Background: an optimization exercise with open tools, aiming at small area, a short achievable clock period and few clock cycles per item. Do not read the settings as production practice. RTL that was checked went through simulation tests only; none was proved equivalent to the original.

==> run K: inputs <==
## arc_point_hit_test_core
module arc_point_hit_test_core (
  input  logic               clk,
  input  logic               rst_n,
  input  logic               in_valid,
  output logic               in_ready,
  input  logic signed [31:0] in_point_x,
  input  logic signed [31:0] in_point_y,
  output logic               out_valid,
  input  logic               out_ready,
  output logic               out_hit,
  input  logic               cfg_valid,
  output logic               cfg_ready,
  input  logic [2:0]         cfg_index,
  input  logic [31:0]        cfg_wdata
);
export LEC_CHECK = 0
export CAP_MARGIN = 20
export CORE_MARGIN = 2
export CORE_UTILIZATION = 30
export SLEW_MARGIN = 20
create_clock -name core_clock -period 7.5 [get_ports {clk}]
run.sh (not shown) runs the stock make flow with config.mk's settings and CLKGATE_MAP_FILE= SYNTH_SCRIPT=/design/flow/synth_recipe.tcl, a recipe that flattens the netlist after the stock synthesis.
==> run C (differences from run K) <==
--- a/flow/design.v
+++ b/flow/design.v
@@ -2,6 +2,45 @@
   localparam int CORDIC_STAGES = 18;
   localparam logic [31:0] INV_GAIN = 32'd2608131496;
 endpackage
+module apht_bk_add #(parameter int W = 8) (
+  input  logic [W-1:0] a,
+  input  logic [W-1:0] b,
+  input  logic         cin,
+  output logic [W-1:0] s
+);
+  localparam int LG = (W <= 1) ? 1 : $clog2(W);
+  logic [W:0] g0, p0;
+  assign g0 = {a & b, cin};
+  assign p0 = {a ^ b, 1'b0};
+  logic [W:0] g [0:2*LG];
+  logic [W:0] p [0:2*LG];
+  assign g[0] = g0;
+  assign p[0] = p0;
+  for (genvar l = 1; l <= LG; l++) begin : g_up
+    for (genvar j = 0; j <= W; j++) begin : g_b
+      if (((j + 1) % (1 << l)) == 0) begin : g_node
+        assign g[l][j] = g[l-1][j] | (p[l-1][j] & g[l-1][j - (1 << (l-1))]);
+        assign p[l][j] = p[l-1][j] & p[l-1][j - (1 << (l-1))];
+      end else begin : g_pass
+        assign g[l][j] = g[l-1][j];
+        assign p[l][j] = p[l-1][j];
+      end
+    end
+  end
+  for (genvar l = LG - 1; l >= 1; l--) begin : g_dn
+    localparam int LI = 2 * LG - l;
+    for (genvar j = 0; j <= W; j++) begin : g_b
+      if (((j + 1) % (1 << l)) == (1 << (l-1)) && j >= (1 << l)) begin : g_node
+        assign g[LI][j] = g[LI-1][j] | (p[LI-1][j] & g[LI-1][j - (1 << (l-1))]);
+        assign p[LI][j] = p[LI-1][j] & p[LI-1][j - (1 << (l-1))];
+      end else begin : g_pass
+        assign g[LI][j] = g[LI-1][j];
+        assign p[LI][j] = p[LI-1][j];
+      end
+    end
+  end
+  assign s = p0[W:1] ^ g[2*LG-1][W-1:0];
+endmodule
 module arc_point_hit_test_core (
   input  logic               clk,
   input  logic               rst_n,
CORE_UTILIZATION = 50   (was 30)
SETUP_SLACK_MARGIN = 3.0   (was unset)
==> notes.md <==
Hold worst-path end: run C d13_r[9]; run K d14_r[4]
Number of logic inverters in the finished layout: run C 751; run K 752
Global-route met2 utilization: run C 0.4154; run K 0.2491
Worst endpoint data arrival time: run C 5380 ps; run K 5990 ps
Routed length per placed instance: run C 18.53 um; run K 16.46 um
Filler instances: run C 19300; run K 36610
Final worst setup slack: run C 2839 ps; run K 2242 ps
Relative area change from synthesis to final layout: run C 10.29%; run K 12.22%
Portion of synthesized cell area occupied by the leading cell type: run C 0.3045; run K 0.3046
Share of the core filled with cells in the final layout: run C 0.5555; run K 0.3379
Part of the Yosys area used for sequential elements: run C 0.3286; run K 0.3287
Time the final worst path needs with I/O delays and setup: run C 4661 ps; run K 5258 ps
Outcome: run C complete, no violations; run K complete, no violations
Avg Cell Area, Syn: run C 9.064 sq um; run K 9.062 sq um
Met3 track demand over resource in global routing: run C 0.02785; run K 0.01779
Multi-input combinational cell area: run C 0.06811 sq mm; run K 0.06791 sq mm
Die boundary height: run C 466.7 um; run K 601.2 um
Width of the die: run C 466.7 um; run K 601.2 um
Testbench counts of run K, summed over its fixed seeds: cycles 9,056, items 8,192.
Only the layout flow was run in run C; the RTL was not checked for function there.


==> inputs of willow <==
arc_point_hit_test_core, a different RTL version from the one above (not shown whole).
clock: 7.5 ns
lec_check: 0
abc_area: 1
cap_margin: 20
core_margin: 2
core_utilization: 50
setup_slack_margin: 4.0
slew_margin: 20
==> inputs of garnet, as changes to willow <==
--- a/flow/design.v
+++ b/flow/design.v
@@ -1568,38 +1568,46 @@
   assign sa_le_ea = (sa_r <= ea_r);
   always_comb begin
     if (ze_r) in_sweep = sa_le_ea ? ge_sa0 : 1'b1;
     else if (sa_le_ea) in_sweep = ge_sa && le_ea;
     else               in_sweep = ge_sa || le_ea;
   end
   assign res_valid = ve_r;
   assign res_hit   = in_sweep && rh_r && rl_r;
-  logic [4:0] owed_r, owed_n;
+  logic [4:0] owed_r, owed_inc, owed_dec;
   logic        ov_r, oh_r, pop;
-  logic [20:0] fq_r;
-  logic [4:0] wp_r, rp_r;
-  logic [4:0] fc_r;
+  logic [21:0] fq_r;
+  logic [4:0] wp_r, rp_r, wp_inc, rp_inc;
   logic        fq_ne, slot_free, push, take_q;
   assign pop       = ov_r && out_ready;
   assign slot_free = !ov_r || out_ready;
-  assign fq_ne     = (fc_r != '0);
+  assign fq_ne     = (wp_r != rp_r);
   assign take_q    = slot_free && fq_ne;
   assign push      = res_valid && !(slot_free && !fq_ne);
-  assign owed_n    = owed_r + {{4{1'b0}}, accept} - {{4{1'b0}}, pop};
+  assign owed_inc  = owed_r + 1'b1;
+  assign owed_dec  = owed_r - 1'b1;
+  assign wp_inc    = (wp_r == 5'd21) ? '0 : wp_r + 1'b1;
+  assign rp_inc    = (rp_r == 5'd21) ? '0 : rp_r + 1'b1;
   always_ff @(posedge clk) begin
     if (!rst_n) begin
-      owed_r <= '0; in_ready_r <= 1'b1; ov_r <= 1'b0; wp_r <= '0; rp_r <= '0; fc_r <= '0;
+      owed_r <= '0; in_ready_r <= 1'b1; ov_r <= 1'b0; wp_r <= '0; rp_r <= '0;
     end else begin
-      owed_r     <= owed_n;
-      in_ready_r <= (owed_n < 5'd22);
+      if (accept && !pop) begin
+        owed_r     <= owed_inc;
+        in_ready_r <= (owed_r < 5'd21);
+      end else if (!accept && pop) begin
+        owed_r     <= owed_dec;
+        in_ready_r <= 1'b1;
+      end else begin
+        in_ready_r <= (owed_r < 5'd22);
+      end
       if (slot_free) ov_r <= fq_ne || res_valid;
-      if (push) wp_r <= (wp_r == 5'd20) ? '0 : wp_r + 1'b1;
-      if (take_q) rp_r <= (rp_r == 5'd20) ? '0 : rp_r + 1'b1;
-      fc_r <= fc_r + {{4{1'b0}}, push} - {{4{1'b0}}, take_q};
+      if (push) wp_r <= wp_inc;
+      if (take_q) rp_r <= rp_inc;
     end
   end
   always_ff @(posedge clk) begin
     if (slot_free) oh_r <= fq_ne ? fq_r[rp_r] : res_hit;
     if (push) fq_r[wp_r] <= res_hit;
   end
   assign out_valid = ov_r;
   assign out_hit   = oh_r;
Settings changed: CORE_UTILIZATION 50 to 65, CTS_BUF_LIST from default to sky130_fd_sc_hd__clkbuf_4 sky130_fd_sc_hd__clkbuf_8, PLACE_DENSITY from default to 0.75.
==> inputs of lagoon, as changes to willow <==
Settings changed: ABC_AREA 1 to default.
==> comparison table <==
metric                                                      garnet     willow        lagoon
Outcome                                   timing/DRC/antenna clean  timing/DRC/antenna clean  timing/DRC/antenna clean
Sequential cell count of the final layout                     1754       1758          1758
Quantity of gates resized following cts                         62         82           534
Utilization after layout                                     0.720      0.556         0.595
Multi-input gate count                                       10.7k      10.6k          9110
Overall die height                                          420 µm     478 µm        468 µm
Highest-delay cell along the critical path                 dfxtp_4    dfxtp_4        or4b_4
Register-to-register setup slack                           4.03 ns    3.93 ns       3.49 ns
Taps Inserted                                                 2310       2992          2838
Final standard cell area without fillers                 0.124 mm²  0.125 mm²     0.128 mm²
Endpoint of the most critical register-to-register path       rl_r       rl_r  rem_lo_r[24]
Most common cell after layout, fill and taps aside         nand2_1    nand2_1       dfxtp_1
Top Layer Used                                                met4       met5          met4
Reg2Reg Depth                                                   22         23            16
Post-Synthesis Cells                                         14.3k      14.1k         11.9k
Wire length after detailed routing                       339000 µm  369000 µm     290000 µm
Testbench counts of garnet, summed over its fixed seeds: cycles 9,056, items 8,192.
No functional check of the RTL was part of willow and lagoon.


==> inputs of build 36 <==
RTL: one of the versions met above, not the one the previous note started from.
Design arc_point_hit_test_core, start of the top module:
module arc_point_hit_test_core (
  input  logic               clk,
  input  logic               rst_n,
  input  logic               in_valid,
  output logic               in_ready,
  input  logic signed [31:0] in_point_x,
  input  logic signed [31:0] in_point_y,
  output logic               out_valid,
  input  logic               out_ready,
  output logic               out_hit,
  input  logic               cfg_valid,
  output logic               cfg_ready,
  input  logic [2:0]         cfg_index,
  input  logic [31:0]        cfg_wdata
);
Settings: LEC_CHECK=0, ABC_AREA=1, CAP_MARGIN=20, CORE_MARGIN=2, CORE_UTILIZATION=50, CTS_BUF_LIST=sky130_fd_sc_hd__clkbuf_4 sky130_fd_sc_hd__clkbuf_8, SETUP_SLACK_MARGIN=4.0, SLEW_MARGIN=20; clock period 7.5 ns.
==> inputs of build 33, as changes to build 36 <==
- CAP_MARGIN: 20 -> 10
- CTS_CLUSTER_DIAMETER: default -> 100
- CTS_CLUSTER_SIZE: default -> 12
- SLEW_MARGIN: 20 -> 10
==> notes.md <==
quantity                                              build 36    build 33
Sequential Area                                      36000 um2   36000 um2
CTS Buf Count                                              319         168
Logic depth of the worst register-to-register path          13          12
Final standard cell area without fillers            125000 um2  120000 um2
Seq area share                                           0.289       0.299
Wirelength, routed                                      340 mm      336 mm
Result of the run                     timing/DRC/antenna clean  timing/DRC/antenna clean
Number of global-route vias before repair                94200       92400
First-pass GRT wire length                              526 mm      520 mm
Minimum clock period                                   3.41 ns     3.38 ns
Ratio of routed vias to standard cells                    5.41        5.44
Net count of the finished layout                         16000       15800
Filler instances                                         21300       21600
Testbench counts of build 36, summed over its fixed seeds: cycles 9,056, items 8,192.
Testbench counts of build 33, summed over its fixed seeds: cycles 9,056, items 8,192.


==> inputs of run a <==
Starting RTL as in the previous note.
Settings: LEC_CHECK=0, ABC_AREA=1, CAP_MARGIN=20, CORE_MARGIN=2, CORE_UTILIZATION=50, CTS_BUF_LIST=sky130_fd_sc_hd__clkbuf_4 sky130_fd_sc_hd__clkbuf_8, CTS_CLUSTER_DIAMETER=100, CTS_CLUSTER_SIZE=16, SETUP_SLACK_MARGIN=4.0, SLEW_MARGIN=20; clock period 7.5 ns.
==> run b: changes against run a <==
CTS_CLUSTER_SIZE = 12   (was 16)
PLACE_DENSITY = 0.7   (was not set)
==> impl_metrics.toml <==
[status]
status = "timing/DRC/antenna clean"

[route]
top_layer_used = "met5"
routedWlPerCell_um = 19.3

[placement]
place_ws_ns = 2.94
routabilityCongestion = 0.978

[setup_path]
cpPeakStageDelay_ns = 0.35
cpMaxStageDelayCell = "dfxtp_2"
worstReg2RegEnd = "x1_r[22]"
endpoint = "x1_r[22]"

[global_routing]
grt_util_met1_pct = 39.6

[worst_hold_path]
whs_endpoint = "d8_r[3]"

[sta]
worst_pin_slew_ns = 1.01
The numbers above come from run a.

==> impl_metrics.toml <==
[logic_synthesis]
synth_mux_area_share_pct = 0.00890
yosys.area_share.simple_pct = 17.6

[setup_path]
crit_path_frequent_cell = "a21oi_1"
cpPeakStageDelay_ns = 0.55
endpoint = "x5_r[24]"
cpMaxStageDelayCell = "dfxtp_4"

[route]
top_layer_used = "met4"

[global_routing]
grt_util_met1_pct = 33.4
top_usage_layer = "met2"

[status]
status = "timing/DRC/antenna clean"

[worst_hold_path]
holdCritStartpoint = "d8_r[1]"
whs_endpoint = "d9_r[1]"

[placement]
routabilityCongestion = 0.985
place_ws_ns = 2.98

[sta]
worst_pin_slew_ns = 0.975
The numbers above come from run b.

Testbench counts of run a, summed over its fixed seeds: cycles 9,056, items 8,192.
Testbench counts of run b, summed over its fixed seeds: cycles 9,056, items 8,192.


==> 12-08 <==
Starting RTL as in the previous note.
clock: 7.5 ns
lec_check: 0
abc_area: 1
cap_margin: 20
core_margin: 2
core_utilization: 50
cts_buf_list: sky130_fd_sc_hd__clkbuf_4 sky130_fd_sc_hd__clkbuf_8
cts_cluster_diameter: 100
cts_cluster_size: 12
setup_slack_margin: 4.0
slew_margin: 20
==> 01-06: changes against 12-08 <==
--- a/flow/config.mk
+++ b/flow/config.mk
@@ -12,5 +12,6 @@
 export CTS_BUF_LIST = sky130_fd_sc_hd__clkbuf_4 sky130_fd_sc_hd__clkbuf_8
 export CTS_CLUSTER_DIAMETER = 100
 export CTS_CLUSTER_SIZE = 12
+export PLACE_DENSITY = 0.8
 export SETUP_SLACK_MARGIN = 4.0
 export SLEW_MARGIN = 20
==> flow_summary.toml <==
[outcome]
outcome = "finished clean"

[final_layout]
seqCellArea_sq_mm = 0.0360
nMultiInputCombCells = 10700

[grt]
grt_util_all_layers_pct = 28.4
grt_pass1_vias = 92400
The numbers above come from 12-08.

==> flow_summary.toml <==
[outcome]
outcome = "finished clean"

[setup_path]
reg2reg_setup_slack_ns = 4.12

[grt]
grt_util_all_layers_pct = 26.8
grt_pass1_vias = 90300

[final_layout]
seqCellArea_sq_mm = 0.0360
nMultiInputCombCells = 10700
The numbers above come from 01-06.

Testbench counts of 12-08, summed over its fixed seeds: cycles 9,056, items 8,192.
Testbench counts of 01-06, summed over its fixed seeds: cycles 9,056, items 8,192.

static timing again, ports no longer ideal:
No port has a modelled driver above. Below, the same layouts with a new extraction and two added sets of constraints.
Step 1 sets driving cells, clkbuf_16 on the clock port and buf_2 on the other inputs (assumed; they add their load-dependent delay and slew).
Step 2 times the ports against the registers' clock, not the clock port: input delays grow and output delays shrink by t, the midpoint of the rising clock arrivals with the driver on.
Three values: no drivers, after step 1, after step 2; two values: the first two.
| run | t (ns) | slack for setup (ns) | worst hold slack (ns) | slew at the worst register clock pin (ns) |
|---|---|---|---|---|
| run K | 0.970 | 2.242 / 2.242 / 2.242 | 0.235 / 0.235 / 0.235 | 0.07 / 0.07 |
| run C | 0.909 | 2.839 / 2.839 / 2.839 | 0.307 / 0.307 / 0.307 | 0.07 / 0.07 |
| willow | 0.951 | 3.931 / 3.931 / 3.475 | 0.309 / 0.309 / 0.309 | 0.08 / 0.08 |
| garnet | 1.132 | 4.029 / 3.994 / 3.078 | 0.305 / 0.305 / 0.305 | 0.07 / 0.07 |
| lagoon | 0.930 | 3.494 / 3.494 / 3.205 | 0.319 / 0.319 / 0.319 | 0.07 / 0.07 |
| build 36 | 1.129 | 4.085 / 4.045 / 3.167 | 0.313 / 0.313 / 0.313 | 0.08 / 0.08 |
| build 33 | 1.042 | 4.124 / 4.037 / 3.208 | 0.286 / 0.286 / 0.286 | 0.10 / 0.10 |
| run a | 1.022 | 4.063 / 4.063 / 3.193 | 0.321 / 0.321 / 0.321 | 0.12 / 0.12 |
| run b | 1.056 | 4.130 / 4.058 / 3.192 | 0.306 / 0.306 / 0.306 | 0.11 / 0.11 |
| 12-08 | 1.040 | 4.125 / 4.037 / 3.185 | 0.286 / 0.286 / 0.286 | 0.10 / 0.10 |
| 01-06 | 1.059 | 4.015 / 4.080 / 3.021 | 0.292 / 0.292 / 0.292 | 0.10 / 0.10 |
After both steps every run listed still meets setup and hold. The setup slack of 01-06, which loses most, moves by +0.065 ns with the drivers and by -0.994 ns with both steps.
